This design comes from an exercise in tuning for small area, a short achievable clock period and few clock cycles on the open sky130 flow, not from production work. RTL that was checked went through simulation tests only; none was proved equivalent to the original. With no activity given, the tool overestimates toggling in this design, so its power and IR-drop figures are unreliable.

==> 05-14: inputs <==
==> flow/design.v (excerpt) <==
module monexp_top (
	input  logic clk,
	input  logic reset,
	input  logic start,
	input  logic [79:0] in_word,  
	input  logic [15:0] n0prime,
	output logic busy,
	output logic [15:0] res_word,
	output logic res_valid
);
	localparam logic [2:0] S_IDLE = 3'd0, S_LOAD = 3'd1, S_RUN = 3'd2, S_WAIT = 3'd3, S_UNLD = 3'd4;
	localparam logic [1:0] P_MBAR = 2'd0, P_SQR = 2'd1, P_MUL = 2'd2, P_FIN = 2'd3;
	logic [2:0] state;
	logic [1:0] wcnt;  
	logic [1:0] ptype;  
	logic [3:0] it;  
	logic conv;  
	logic asel;  
	logic [5:0] bcnt;  
	logic [61:0] n_q;  
	logic [63:0] e_q;  
	logic [62:0] mb_q;  
	logic [63:0] c_q;  
	logic [3:0] np_q;  
	logic [31:0] qt_q;  
	logic [63:0] ss_q, sc_q;  
	logic gam_q;  
	logic [3:0] a_q;  
	logic [3:0] a1_q;  
	logic [7:0] prod_n;  
	logic [3:0] kap_q;  
	wire [15:0] w_m = in_word[79:64];
	wire [15:0] w_e = in_word[63:48];
	wire [15:0] w_n = in_word[47:32];
	wire [15:0] w_t = in_word[31:16];
	wire accept = start & ~busy & (state == S_IDLE);
	wire iter = (state == S_RUN) & ~conv;
	wire last_it = (it == 4'd15);
	wire [62:0] b_op = c_q[62:0];
	wire [3:0] u = ss_q[3:0] + sc_q[3:0] + {3'b0, gam_q};
	wire [3:0] q = {qt_q[2*u +: 2], u[1] ^ (u[0] & np_q[1]), u[0]};  
	wire [67:0] r0 = {4'b0, ss_q};
	wire [67:0] r1 = {4'b0, sc_q};
	wire [62:0] b_hi = {b_op[62:4], 4'b0};
	wire [67:0] r2 = {5'b0, b_hi[62:1] & {62{a_q[0]}}, gam_q};
	wire [67:0] r3 = {4'b0, b_hi & {63{a_q[1]}}, 1'b0};
	wire [67:0] r4 = {3'b0, b_hi & {63{a_q[2]}}, 2'b0};
	wire [67:0] r5 = {2'b0, b_hi & {63{a_q[3]}}, 3'b0};
	wire [67:0] rk = {60'b0, kap_q, 4'b0};
	wire [67:0] rp = {60'b0, prod_n[3:0], 4'b0};  
	wire [67:0] r6 = {6'b0, n_q & {62{q[0]}}};
	wire [67:0] r7 = {5'b0, n_q & {62{q[1]}}, 1'b0};
	wire [67:0] r8 = {4'b0, n_q & {62{q[2]}}, 2'b0};
	wire [67:0] r9 = {3'b0, n_q & {62{q[3]}}, 3'b0};
	function automatic [67:0] fa_s(input [67:0] a, input [67:0] b, input [67:0] c);
		fa_s = a ^ b ^ c;
	endfunction
	function automatic [67:0] fa_c(input [67:0] a, input [67:0] b, input [67:0] c);
		fa_c = {(a[66:0] & b[66:0]) | (a[66:0] & c[66:0]) | (b[66:0] & c[66:0]), 1'b0};
	endfunction
	wire [67:0] t1_s = fa_s(r0, r1, rk), t1_c = fa_c(r0, r1, rk);  
	wire [67:0] t2_s = fa_s(r2, r3, r4), t2_c = fa_c(r2, r3, r4);  
	wire [67:0] t3_s = fa_s(r5, t1_s, t1_c), t3_c = fa_c(r5, t1_s, t1_c);  
  ...
clock: 10.0 ns
lec_check: 0
abc_clock_period_in_ps: 3000
cap_margin: 20
core_margin: 2
core_utilization: 40
setup_slack_margin: 5
slew_margin: 20
run.sh (not shown) runs the stock make flow with config.mk's settings and CLKGATE_MAP_FILE= SYNTH_SCRIPT=/design/flow/synth_recipe.tcl, a recipe that flattens the netlist after the stock synthesis.
==> 05-10 (differences from 05-14) <==
--- a/flow/design.v
+++ b/flow/design.v
@@ -47,56 +47,49 @@
 	logic [61:0] n_q;  
 	logic [63:0] e_q;  
 	logic [62:0] mb_q;  
 	logic [63:0] c_q;  
 	logic [3:0] np_q;  
-	logic [31:0] qt_q;  
 	logic [63:0] ss_q, sc_q;  
 	logic gam_q;  
 	logic [3:0] a_q;  
-	logic [3:0] a1_q;  
-	logic [7:0] prod_n;  
-	logic [3:0] kap_q;  
+	logic [3:0] p_q;  
 	wire [15:0] w_m = in_word[79:64];
 	wire [15:0] w_e = in_word[63:48];
 	wire [15:0] w_n = in_word[47:32];
 	wire [15:0] w_t = in_word[31:16];
 	wire accept = start & ~busy & (state == S_IDLE);
-	wire iter = (state == S_RUN) & ~conv;
+	logic iter;  
 	wire last_it = (it == 4'd15);
 	wire [62:0] b_op = c_q[62:0];
-	wire [3:0] u = ss_q[3:0] + sc_q[3:0] + {3'b0, gam_q};
-	wire [3:0] q = {qt_q[2*u +: 2], u[1] ^ (u[0] & np_q[1]), u[0]};  
-	wire [67:0] r0 = {4'b0, ss_q};
-	wire [67:0] r1 = {4'b0, sc_q};
-	wire [62:0] b_hi = {b_op[62:4], 4'b0};
-	wire [67:0] r2 = {5'b0, b_hi[62:1] & {62{a_q[0]}}, gam_q};
-	wire [67:0] r3 = {4'b0, b_hi & {63{a_q[1]}}, 1'b0};
-	wire [67:0] r4 = {3'b0, b_hi & {63{a_q[2]}}, 2'b0};
-	wire [67:0] r5 = {2'b0, b_hi & {63{a_q[3]}}, 3'b0};
-	wire [67:0] rk = {60'b0, kap_q, 4'b0};
-	wire [67:0] rp = {60'b0, prod_n[3:0], 4'b0};  
-	wire [67:0] r6 = {6'b0, n_q & {62{q[0]}}};
-	wire [67:0] r7 = {5'b0, n_q & {62{q[1]}}, 1'b0};
-	wire [67:0] r8 = {4'b0, n_q & {62{q[2]}}, 2'b0};
-	wire [67:0] r9 = {3'b0, n_q & {62{q[3]}}, 3'b0};
+	wire [3:0] u = ss_q[3:0] + sc_q[3:0] + {3'b0, gam_q} + p_q;
+	wire [3:0] q = u * np_q;
+	wire [67:0] r0 = {4'b0, ss_q & {64{iter}}};
+	wire [67:0] r1 = {4'b0, sc_q & {64{iter}}};
+	wire [61:0] n_it = n_q & {62{iter}};
+	wire [67:0] r2 = {5'b0, b_op & {63{a_q[0]}}};
+	wire [67:0] r3 = {4'b0, b_op & {63{a_q[1]}}, gam_q & iter};
+	wire [67:0] r4 = {3'b0, b_op & {63{a_q[2]}}, 2'b0};
+	wire [67:0] r5 = {2'b0, b_op & {63{a_q[3]}}, 3'b0};
+	wire [67:0] r6 = {6'b0, n_it & {62{q[0]}}};
+	wire [67:0] r7 = {5'b0, n_it & {62{q[1]}}, 1'b0};
+	wire [67:0] r8 = {4'b0, n_it & {62{q[2]}}, 2'b0};
+	wire [67:0] r9 = {3'b0, n_it & {62{q[3]}}, 3'b0};
 	function automatic [67:0] fa_s(input [67:0] a, input [67:0] b, input [67:0] c);
 		fa_s = a ^ b ^ c;
 	endfunction
 	function automatic [67:0] fa_c(input [67:0] a, input [67:0] b, input [67:0] c);
 		fa_c = {(a[66:0] & b[66:0]) | (a[66:0] & c[66:0]) | (b[66:0] & c[66:0]), 1'b0};
 	endfunction
-	wire [67:0] t1_s = fa_s(r0, r1, rk), t1_c = fa_c(r0, r1, rk);  
-	wire [67:0] t2_s = fa_s(r2, r3, r4), t2_c = fa_c(r2, r3, r4);  
-	wire [67:0] t3_s = fa_s(r5, t1_s, t1_c), t3_c = fa_c(r5, t1_s, t1_c);  
-	wire [67:0] t4_s = fa_s(r6, t2_s, t2_c), t4_c = fa_c(r6, t2_s, t2_c);  
-	wire [67:0] t5_s = fa_s(t3_s, t3_c, rp), t5_c = fa_c(t3_s, t3_c, rp);  
-	wire [67:0] t6_s = fa_s(r7, t4_s, t4_c), t6_c = fa_c(r7, t4_s, t4_c);  
-	wire [67:0] t7_s = fa_s(t5_s, t5_c, t6_s), t7_c = fa_c(t5_s, t5_c, t6_s);  
-	wire [67:0] t8_s = fa_s(t6_c, r8, r9), t8_c = fa_c(t6_c, r8, r9);  
-	wire [67:0] t9_s = fa_s(t7_s, t7_c, t8_s), t9_c = fa_c(t7_s, t7_c, t8_s);  
-	wire [67:0] s6 = fa_s(t8_c, t9_s, t9_c), c6 = fa_c(t8_c, t9_s, t9_c);  
+	wire [67:0] l1a_s = fa_s(r0, r1, r2), l1a_c = fa_c(r0, r1, r2);
+	wire [67:0] l1b_s = fa_s(r3, r4, r5), l1b_c = fa_c(r3, r4, r5);
+	wire [67:0] l2_s = fa_s(l1a_s, l1a_c, l1b_s), l2_c = fa_c(l1a_s, l1a_c, l1b_s);
+	wire [67:0] x1 = fa_s(l2_s, l2_c, l1b_c), x2 = fa_c(l2_s, l2_c, l1b_c);
+	wire [67:0] l4_s = fa_s(x1, x2, r6), l4_c = fa_c(x1, x2, r6);
+	wire [67:0] l5_s = fa_s(l4_s, l4_c, r7), l5_c = fa_c(l4_s, l4_c, r7);
+	wire [67:0] l6_s = fa_s(l5_s, l5_c, r8), l6_c = fa_c(l5_s, l5_c, r8);
+	wire [67:0] s6 = fa_s(l6_s, l6_c, r9), c6 = fa_c(l6_s, l6_c, r9);
 	wire gam_n = |s6[3:0];  
 	wire [63:0] bk_p = ss_q ^ sc_q;
 	wire [63:0] bk_g = ss_q & sc_q;
 	wire bk_g0c = bk_g[0] | (bk_p[0] & gam_q);
 	wire bk_gg1 = bk_g[1] | (bk_p[1] & bk_g0c);
@@ -346,57 +339,42 @@
 	wire nx_mul = (ptype == P_SQR) & bit_one;
 	wire nx_fin = ~nx_mul & bits_done;
 	wire [3:0] c_lo = conv ? sum[3:0] : c_q[3:0];  
 	wire [3:0] nx_a = nx_fin ? 4'd1 : (nx_mul ? mb_q[3:0] : c_lo);
 	wire [3:0] nx_b = c_lo;
-	wire [3:0] c_lo1 = conv ? sum[7:4] : c_q[7:4];
-	wire [3:0] nx_a1 = nx_fin ? 4'd0 : (nx_mul ? mb_q[7:4] : c_lo1);
 	logic [3:0] a_dig_c, a_dig_m;
 	always_comb begin
 		a_dig_c = 4'd0;
 		a_dig_m = 4'd0;
-		for (int k = 2; k < 16; k++)
-			if (it == 4'(k - 2)) begin
+		for (int k = 1; k < 16; k++)
+			if (it == 4'(k - 1)) begin
 				a_dig_c = c_q[4*k +: 4];
 				a_dig_m = (k < 15) ? mb_q[4*k +: 4] : {1'b0, mb_q[62:60]};
 			end
 	end
 	wire [3:0] a_dig = (ptype == P_FIN) ? 4'd0 : (asel ? a_dig_m : a_dig_c);
-	logic [3:0] a_n, a1_n, b_n;  
+	logic [3:0] a_n, b_n;  
 	always_comb begin
-		a_n = a1_q;
-		a1_n = a_dig;
+		a_n = a_dig;
 		b_n = b_op[3:0];
 		if (state == S_LOAD) begin
-			a_n = mb_q[3:0];  
-			a1_n = mb_q[7:4];
+			a_n = (wcnt == 2'd3) ? mb_q[3:0] : 4'd0;  
 			b_n = c_q[19:16];
 		end else if (state != S_RUN || conv) begin
-			a_n = nx_a;
-			a1_n = nx_a1;
+			a_n = scan_more ? 4'd0 : nx_a;  
 			b_n = nx_b;
 		end
 	end
-	assign prod_n = a_n * b_n;
+	wire [3:0] p_n = a_n * b_n;
 	always_ff @(posedge clk) begin
 		a_q <= a_n;
-		a1_q <= a1_n;
-		kap_q <= prod_n[7:4];
-		if (iter) begin
-			ss_q <= s6[67:4];
-			sc_q <= c6[67:4];
-			gam_q <= gam_n;
-		end else begin
-			ss_q <= {60'b0, prod_n[3:0]};  
-			sc_q <= '0;
-			gam_q <= 1'b0;
-		end
+		p_q <= p_n;
+		ss_q <= s6[67:4];
+		sc_q <= c6[67:4];
+		gam_q <= gam_n;
 		if (accept)
 			np_q <= n0prime[3:0];
-		if (state == S_LOAD)
-			for (int k = 0; k < 16; k++)
-				qt_q[2*k +: 2] <= 2'((4'(k) * np_q) >> 2);
 		if (state == S_LOAD) begin
 			case (wcnt)
 				2'd0: begin n_q[15:0] <= w_n; mb_q[15:0] <= w_m; end
 				2'd1: begin n_q[31:16] <= w_n; mb_q[31:16] <= w_m; end
 				2'd2: begin n_q[47:32] <= w_n; mb_q[47:32] <= w_m; end
@@ -430,10 +408,11 @@
 			ptype <= P_MBAR;
 			it <= '0;
 			conv <= 1'b0;
 			asel <= 1'b0;
 			bcnt <= '0;
+			iter <= 1'b0;
 			busy <= 1'b0;
 			res_valid <= 1'b0;
 		end else begin
 			if (e_shift)
 				bcnt <= bcnt - 1'b1;
@@ -449,34 +428,39 @@
 						state <= S_RUN;
 						ptype <= P_MBAR;
 						asel <= 1'b1;  
 						it <= '0;
 						conv <= 1'b0;
+						iter <= 1'b1;
 						bcnt <= 6'd63;
 					end
 				end
 				S_RUN: begin
 					if (!conv) begin
 						it <= it + 1'b1;
-						if (last_it)
+						if (last_it) begin
 							conv <= 1'b1;
+							iter <= 1'b0;
+						end
 					end else begin
 						conv <= 1'b0;
 						if (ptype == P_FIN) begin
 							state <= S_UNLD;
 							wcnt <= '0;
 							res_valid <= 1'b1;
 						end else if (scan_more) begin
 							state <= S_WAIT;
 						end else begin
+							iter <= 1'b1;
 							ptype <= nx_mul ? P_MUL : (nx_fin ? P_FIN : P_SQR);
 							asel <= nx_mul;
 						end
 					end
 				end
 				S_WAIT: if (!scan_more) begin
 					state <= S_RUN;
+					iter <= 1'b1;
 					ptype <= nx_fin ? P_FIN : P_SQR;
 					asel <= 1'b0;
 				end
 				S_UNLD: begin
 					wcnt <= wcnt + 1'b1;
==> 05-12 (differences from 05-14) <==
--- a/flow/design.v
+++ b/flow/design.v
@@ -52,51 +52,45 @@
 	logic [31:0] qt_q;  
 	logic [63:0] ss_q, sc_q;  
 	logic gam_q;  
 	logic [3:0] a_q;  
 	logic [3:0] a1_q;  
-	logic [7:0] prod_n;  
-	logic [3:0] kap_q;  
+	logic [3:0] p_q;  
 	wire [15:0] w_m = in_word[79:64];
 	wire [15:0] w_e = in_word[63:48];
 	wire [15:0] w_n = in_word[47:32];
 	wire [15:0] w_t = in_word[31:16];
 	wire accept = start & ~busy & (state == S_IDLE);
 	wire iter = (state == S_RUN) & ~conv;
 	wire last_it = (it == 4'd15);
 	wire [62:0] b_op = c_q[62:0];
-	wire [3:0] u = ss_q[3:0] + sc_q[3:0] + {3'b0, gam_q};
+	wire [3:0] u = ss_q[3:0] + sc_q[3:0] + {3'b0, gam_q} + p_q;
 	wire [3:0] q = {qt_q[2*u +: 2], u[1] ^ (u[0] & np_q[1]), u[0]};  
 	wire [67:0] r0 = {4'b0, ss_q};
 	wire [67:0] r1 = {4'b0, sc_q};
-	wire [62:0] b_hi = {b_op[62:4], 4'b0};
-	wire [67:0] r2 = {5'b0, b_hi[62:1] & {62{a_q[0]}}, gam_q};
-	wire [67:0] r3 = {4'b0, b_hi & {63{a_q[1]}}, 1'b0};
-	wire [67:0] r4 = {3'b0, b_hi & {63{a_q[2]}}, 2'b0};
-	wire [67:0] r5 = {2'b0, b_hi & {63{a_q[3]}}, 3'b0};
-	wire [67:0] rk = {60'b0, kap_q, 4'b0};
-	wire [67:0] rp = {60'b0, prod_n[3:0], 4'b0};  
+	wire [67:0] r2 = {5'b0, b_op & {63{a_q[0]}}};
+	wire [67:0] r3 = {4'b0, b_op & {63{a_q[1]}}, gam_q};
+	wire [67:0] r4 = {3'b0, b_op & {63{a_q[2]}}, 2'b0};
+	wire [67:0] r5 = {2'b0, b_op & {63{a_q[3]}}, 3'b0};
 	wire [67:0] r6 = {6'b0, n_q & {62{q[0]}}};
 	wire [67:0] r7 = {5'b0, n_q & {62{q[1]}}, 1'b0};
 	wire [67:0] r8 = {4'b0, n_q & {62{q[2]}}, 2'b0};
 	wire [67:0] r9 = {3'b0, n_q & {62{q[3]}}, 3'b0};
 	function automatic [67:0] fa_s(input [67:0] a, input [67:0] b, input [67:0] c);
 		fa_s = a ^ b ^ c;
 	endfunction
 	function automatic [67:0] fa_c(input [67:0] a, input [67:0] b, input [67:0] c);
 		fa_c = {(a[66:0] & b[66:0]) | (a[66:0] & c[66:0]) | (b[66:0] & c[66:0]), 1'b0};
 	endfunction
-	wire [67:0] t1_s = fa_s(r0, r1, rk), t1_c = fa_c(r0, r1, rk);  
-	wire [67:0] t2_s = fa_s(r2, r3, r4), t2_c = fa_c(r2, r3, r4);  
-	wire [67:0] t3_s = fa_s(r5, t1_s, t1_c), t3_c = fa_c(r5, t1_s, t1_c);  
-	wire [67:0] t4_s = fa_s(r6, t2_s, t2_c), t4_c = fa_c(r6, t2_s, t2_c);  
-	wire [67:0] t5_s = fa_s(t3_s, t3_c, rp), t5_c = fa_c(t3_s, t3_c, rp);  
-	wire [67:0] t6_s = fa_s(r7, t4_s, t4_c), t6_c = fa_c(r7, t4_s, t4_c);  
+	wire [67:0] t1_s = fa_s(r0, r1, r2), t1_c = fa_c(r0, r1, r2);  
+	wire [67:0] t2_s = fa_s(r3, r4, r5), t2_c = fa_c(r3, r4, r5);  
+	wire [67:0] t3_s = fa_s(r6, t1_s, t1_c), t3_c = fa_c(r6, t1_s, t1_c);  
+	wire [67:0] t4_s = fa_s(t2_s, t2_c, r7), t4_c = fa_c(t2_s, t2_c, r7);  
+	wire [67:0] t5_s = fa_s(t3_s, t3_c, t4_s), t5_c = fa_c(t3_s, t3_c, t4_s);  
+	wire [67:0] t6_s = fa_s(t4_c, r8, r9), t6_c = fa_c(t4_c, r8, r9);  
 	wire [67:0] t7_s = fa_s(t5_s, t5_c, t6_s), t7_c = fa_c(t5_s, t5_c, t6_s);  
-	wire [67:0] t8_s = fa_s(t6_c, r8, r9), t8_c = fa_c(t6_c, r8, r9);  
-	wire [67:0] t9_s = fa_s(t7_s, t7_c, t8_s), t9_c = fa_c(t7_s, t7_c, t8_s);  
-	wire [67:0] s6 = fa_s(t8_c, t9_s, t9_c), c6 = fa_c(t8_c, t9_s, t9_c);  
+	wire [67:0] s6 = fa_s(t6_c, t7_s, t7_c), c6 = fa_c(t6_c, t7_s, t7_c);  
 	wire gam_n = |s6[3:0];  
 	wire [63:0] bk_p = ss_q ^ sc_q;
 	wire [63:0] bk_g = ss_q & sc_q;
 	wire bk_g0c = bk_g[0] | (bk_p[0] & gam_q);
 	wire bk_gg1 = bk_g[1] | (bk_p[1] & bk_g0c);
@@ -374,21 +368,21 @@
 			a_n = nx_a;
 			a1_n = nx_a1;
 			b_n = nx_b;
 		end
 	end
-	assign prod_n = a_n * b_n;
+	wire [3:0] p_n = a_n * b_n;
 	always_ff @(posedge clk) begin
 		a_q <= a_n;
 		a1_q <= a1_n;
-		kap_q <= prod_n[7:4];
+		p_q <= p_n;
 		if (iter) begin
 			ss_q <= s6[67:4];
 			sc_q <= c6[67:4];
 			gam_q <= gam_n;
 		end else begin
-			ss_q <= {60'b0, prod_n[3:0]};  
+			ss_q <= '0;
 			sc_q <= '0;
 			gam_q <= 1'b0;
 		end
 		if (accept)
 			np_q <= n0prime[3:0];
==> 07-13 (differences from 05-14) <==
--- a/flow/design.v
+++ b/flow/design.v
@@ -47,56 +47,48 @@
 	logic [61:0] n_q;  
 	logic [63:0] e_q;  
 	logic [62:0] mb_q;  
 	logic [63:0] c_q;  
 	logic [3:0] np_q;  
-	logic [31:0] qt_q;  
 	logic [63:0] ss_q, sc_q;  
 	logic gam_q;  
 	logic [3:0] a_q;  
-	logic [3:0] a1_q;  
-	logic [7:0] prod_n;  
-	logic [3:0] kap_q;  
+	logic [3:0] p_q;  
 	wire [15:0] w_m = in_word[79:64];
 	wire [15:0] w_e = in_word[63:48];
 	wire [15:0] w_n = in_word[47:32];
 	wire [15:0] w_t = in_word[31:16];
 	wire accept = start & ~busy & (state == S_IDLE);
 	wire iter = (state == S_RUN) & ~conv;
 	wire last_it = (it == 4'd15);
 	wire [62:0] b_op = c_q[62:0];
-	wire [3:0] u = ss_q[3:0] + sc_q[3:0] + {3'b0, gam_q};
-	wire [3:0] q = {qt_q[2*u +: 2], u[1] ^ (u[0] & np_q[1]), u[0]};  
+	wire [3:0] u = ss_q[3:0] + sc_q[3:0] + {3'b0, gam_q} + p_q;
+	wire [3:0] q = u * np_q;
 	wire [67:0] r0 = {4'b0, ss_q};
 	wire [67:0] r1 = {4'b0, sc_q};
-	wire [62:0] b_hi = {b_op[62:4], 4'b0};
-	wire [67:0] r2 = {5'b0, b_hi[62:1] & {62{a_q[0]}}, gam_q};
-	wire [67:0] r3 = {4'b0, b_hi & {63{a_q[1]}}, 1'b0};
-	wire [67:0] r4 = {3'b0, b_hi & {63{a_q[2]}}, 2'b0};
-	wire [67:0] r5 = {2'b0, b_hi & {63{a_q[3]}}, 3'b0};
-	wire [67:0] rk = {60'b0, kap_q, 4'b0};
-	wire [67:0] rp = {60'b0, prod_n[3:0], 4'b0};  
+	wire [67:0] r2 = {5'b0, b_op & {63{a_q[0]}}};
+	wire [67:0] r3 = {4'b0, b_op & {63{a_q[1]}}, gam_q};
+	wire [67:0] r4 = {3'b0, b_op & {63{a_q[2]}}, 2'b0};
+	wire [67:0] r5 = {2'b0, b_op & {63{a_q[3]}}, 3'b0};
 	wire [67:0] r6 = {6'b0, n_q & {62{q[0]}}};
 	wire [67:0] r7 = {5'b0, n_q & {62{q[1]}}, 1'b0};
 	wire [67:0] r8 = {4'b0, n_q & {62{q[2]}}, 2'b0};
 	wire [67:0] r9 = {3'b0, n_q & {62{q[3]}}, 3'b0};
 	function automatic [67:0] fa_s(input [67:0] a, input [67:0] b, input [67:0] c);
 		fa_s = a ^ b ^ c;
 	endfunction
 	function automatic [67:0] fa_c(input [67:0] a, input [67:0] b, input [67:0] c);
 		fa_c = {(a[66:0] & b[66:0]) | (a[66:0] & c[66:0]) | (b[66:0] & c[66:0]), 1'b0};
 	endfunction
-	wire [67:0] t1_s = fa_s(r0, r1, rk), t1_c = fa_c(r0, r1, rk);  
-	wire [67:0] t2_s = fa_s(r2, r3, r4), t2_c = fa_c(r2, r3, r4);  
-	wire [67:0] t3_s = fa_s(r5, t1_s, t1_c), t3_c = fa_c(r5, t1_s, t1_c);  
-	wire [67:0] t4_s = fa_s(r6, t2_s, t2_c), t4_c = fa_c(r6, t2_s, t2_c);  
-	wire [67:0] t5_s = fa_s(t3_s, t3_c, rp), t5_c = fa_c(t3_s, t3_c, rp);  
-	wire [67:0] t6_s = fa_s(r7, t4_s, t4_c), t6_c = fa_c(r7, t4_s, t4_c);  
-	wire [67:0] t7_s = fa_s(t5_s, t5_c, t6_s), t7_c = fa_c(t5_s, t5_c, t6_s);  
-	wire [67:0] t8_s = fa_s(t6_c, r8, r9), t8_c = fa_c(t6_c, r8, r9);  
-	wire [67:0] t9_s = fa_s(t7_s, t7_c, t8_s), t9_c = fa_c(t7_s, t7_c, t8_s);  
-	wire [67:0] s6 = fa_s(t8_c, t9_s, t9_c), c6 = fa_c(t8_c, t9_s, t9_c);  
+	wire [67:0] l1a_s = fa_s(r0, r1, r2), l1a_c = fa_c(r0, r1, r2);
+	wire [67:0] l1b_s = fa_s(r3, r4, r5), l1b_c = fa_c(r3, r4, r5);
+	wire [67:0] l2_s = fa_s(l1a_s, l1a_c, l1b_s), l2_c = fa_c(l1a_s, l1a_c, l1b_s);
+	wire [67:0] x1 = fa_s(l2_s, l2_c, l1b_c), x2 = fa_c(l2_s, l2_c, l1b_c);
+	wire [67:0] l4_s = fa_s(x2, r6, r7), l4_c = fa_c(x2, r6, r7);
+	wire [67:0] y1 = fa_s(x1, l4_s, l4_c), y2 = fa_c(x1, l4_s, l4_c);
+	wire [67:0] z1 = fa_s(y1, y2, r8), z2 = fa_c(y1, y2, r8);
+	wire [67:0] s6 = fa_s(z1, z2, r9), c6 = fa_c(z1, z2, r9);
 	wire gam_n = |s6[3:0];  
 	wire [63:0] bk_p = ss_q ^ sc_q;
 	wire [63:0] bk_g = ss_q & sc_q;
 	wire bk_g0c = bk_g[0] | (bk_p[0] & gam_q);
 	wire bk_gg1 = bk_g[1] | (bk_p[1] & bk_g0c);
@@ -346,57 +338,48 @@
 	wire nx_mul = (ptype == P_SQR) & bit_one;
 	wire nx_fin = ~nx_mul & bits_done;
 	wire [3:0] c_lo = conv ? sum[3:0] : c_q[3:0];  
 	wire [3:0] nx_a = nx_fin ? 4'd1 : (nx_mul ? mb_q[3:0] : c_lo);
 	wire [3:0] nx_b = c_lo;
-	wire [3:0] c_lo1 = conv ? sum[7:4] : c_q[7:4];
-	wire [3:0] nx_a1 = nx_fin ? 4'd0 : (nx_mul ? mb_q[7:4] : c_lo1);
 	logic [3:0] a_dig_c, a_dig_m;
 	always_comb begin
 		a_dig_c = 4'd0;
 		a_dig_m = 4'd0;
-		for (int k = 2; k < 16; k++)
-			if (it == 4'(k - 2)) begin
+		for (int k = 1; k < 16; k++)
+			if (it == 4'(k - 1)) begin
 				a_dig_c = c_q[4*k +: 4];
 				a_dig_m = (k < 15) ? mb_q[4*k +: 4] : {1'b0, mb_q[62:60]};
 			end
 	end
 	wire [3:0] a_dig = (ptype == P_FIN) ? 4'd0 : (asel ? a_dig_m : a_dig_c);
-	logic [3:0] a_n, a1_n, b_n;  
+	logic [3:0] a_n, b_n;  
 	always_comb begin
-		a_n = a1_q;
-		a1_n = a_dig;
+		a_n = a_dig;
 		b_n = b_op[3:0];
 		if (state == S_LOAD) begin
 			a_n = mb_q[3:0];  
-			a1_n = mb_q[7:4];
 			b_n = c_q[19:16];
 		end else if (state != S_RUN || conv) begin
 			a_n = nx_a;
-			a1_n = nx_a1;
 			b_n = nx_b;
 		end
 	end
-	assign prod_n = a_n * b_n;
+	wire [3:0] p_n = a_n * b_n;
 	always_ff @(posedge clk) begin
 		a_q <= a_n;
-		a1_q <= a1_n;
-		kap_q <= prod_n[7:4];
+		p_q <= p_n;
 		if (iter) begin
 			ss_q <= s6[67:4];
 			sc_q <= c6[67:4];
 			gam_q <= gam_n;
 		end else begin
-			ss_q <= {60'b0, prod_n[3:0]};  
+			ss_q <= '0;
 			sc_q <= '0;
 			gam_q <= 1'b0;
 		end
 		if (accept)
 			np_q <= n0prime[3:0];
-		if (state == S_LOAD)
-			for (int k = 0; k < 16; k++)
-				qt_q[2*k +: 2] <= 2'((4'(k) * np_q) >> 2);
 		if (state == S_LOAD) begin
 			case (wcnt)
 				2'd0: begin n_q[15:0] <= w_n; mb_q[15:0] <= w_m; end
 				2'd1: begin n_q[31:16] <= w_n; mb_q[31:16] <= w_m; end
 				2'd2: begin n_q[47:32] <= w_n; mb_q[47:32] <= w_m; end
--- a/flow/config.mk
+++ b/flow/config.mk
@@ -7,7 +7,9 @@
 export LEC_CHECK = 0
 export ABC_CLOCK_PERIOD_IN_PS = 3000
 export CAP_MARGIN = 20
 export CORE_MARGIN = 2
 export CORE_UTILIZATION = 40
+export GPL_ROUTABILITY_DRIVEN = 0
+export PLACE_DENSITY = 0.7
 export SETUP_SLACK_MARGIN = 5
 export SLEW_MARGIN = 20
==> summary.txt <==
Outcome:
- The run finished with no timing, DRC or antenna violations.

Worst setup path:
- Tracing the worst setup path back leads to its startpoint at a_q[3].

Detailed routing:
- The first detailed-routing pass took 5 iterations.

Yosys:
- In this run, distinct cell masters in the synthesized netlist total 75.
- The share of cell area taken by muxes after synthesis is 0.2196%.

Global routing:
- For met1 alone, demand over resource in global routing was 28.78%.

Power:
The numbers above come from 07-13.

==> summary.txt <==
Outcome:
- The run finished with no timing, DRC or antenna violations.

Placement:
- Once detailed placement completed, the half-perimeter wirelength came to 71650 um.

Finish:
- 4 antenna diodes ended up in the layout.
- Of the total standard cell area in the layout, the multi-input combinational portion is 51.80%.

Detailed routing:
- The detailed-router iteration count before antenna repair is 6.

Global routing:
- For this run, global-route usage on met1 was measured as 33.48%.

Worst setup path:
- The launching element of the worst setup path is ss_q[0].

Yosys:
- The share of cell area taken by muxes after synthesis is 0.5741%.

Timing:
- At the pin with the least slew margin, the transition time is 1075 ps.
The numbers above come from 05-12.

==> summary.txt <==
Detailed routing:
- The detailed-router iteration count before antenna repair is 5.

Outcome:
- The run finished with no timing, DRC or antenna violations.

Yosys:
- The number of distinct standard cells referenced by the synthesized netlist is 74.
- The share of cell area taken by muxes after synthesis is 0.1801%.

Global routing:
- In the global route stage, met1 resource usage came out at 32.96%.

Worst setup path:
- The most critical setup path has its startpoint at iter.
The numbers above come from 05-10.

==> summary.txt <==
Outcome:
- The flow ran to the end and the layout has no timing, DRC or antenna violations.

Yosys:
- The number of distinct standard cells referenced by the synthesized netlist is 61.
- The share of cell area taken by muxes after synthesis is 0.6478%.

Global routing:
- The pin count of the biggest net entering global routing is 79.
- Global routing consumed, on the met1 layer, 32.02% of the routing resources.

Worst setup path:
- The launching element of the worst setup path is ss_q[0].

Detailed routing:
- For this run, the detailed router's first-pass iteration total came to 5.
The numbers above come from 05-14.

Testbench counts of 07-13, summed over its fixed seeds: cycles 103,715.
Only the layout flow was run in 05-14, 05-10 and 05-12; the RTL was not checked for function there.

## afterwards: timing with drivers on the ports
In the flow no input, the clock included, has a driving cell. The finished layouts below were timed again as built, in two steps.
Step 1 (the two cells are an assumption about what drives the block):
set clk [get_ports {clk}]
set_driving_cell -lib_cell sky130_fd_sc_hd__clkbuf_16 $clk
set_driving_cell -lib_cell sky130_fd_sc_hd__buf_2 [delete_from_list [all_inputs] $clk]
Step 2 also shifts input and output timing later by t, the mid clock arrival at the registers, as if the neighbouring blocks saw the same clock.
Three values: no drivers, after step 1, after step 2; two values: the first two.
| run | t (ns) | setup slack, ns | worst setup path at the end | clock arrival spread, ns | worst data-port slew with drivers (ns) |
|---|---|---|---|---|---|
| 05-14 | 0.688 | 3.861 / 3.861 / 3.861 | register to register | 0.021 / 0.021 | 0.07 |
| 05-10 | 0.689 | 5.076 / 5.076 / 5.076 | register to register | 0.022 / 0.022 | 0.04 |
| 05-12 | 0.684 | 4.571 / 4.571 / 4.571 | register to register | 0.022 / 0.023 | 0.04 |
| 07-13 | 0.673 | 5.171 / 5.171 / 5.171 | register to register | 0.063 / 0.063 | 0.06 |
After both steps setup and hold are still met in every run listed.
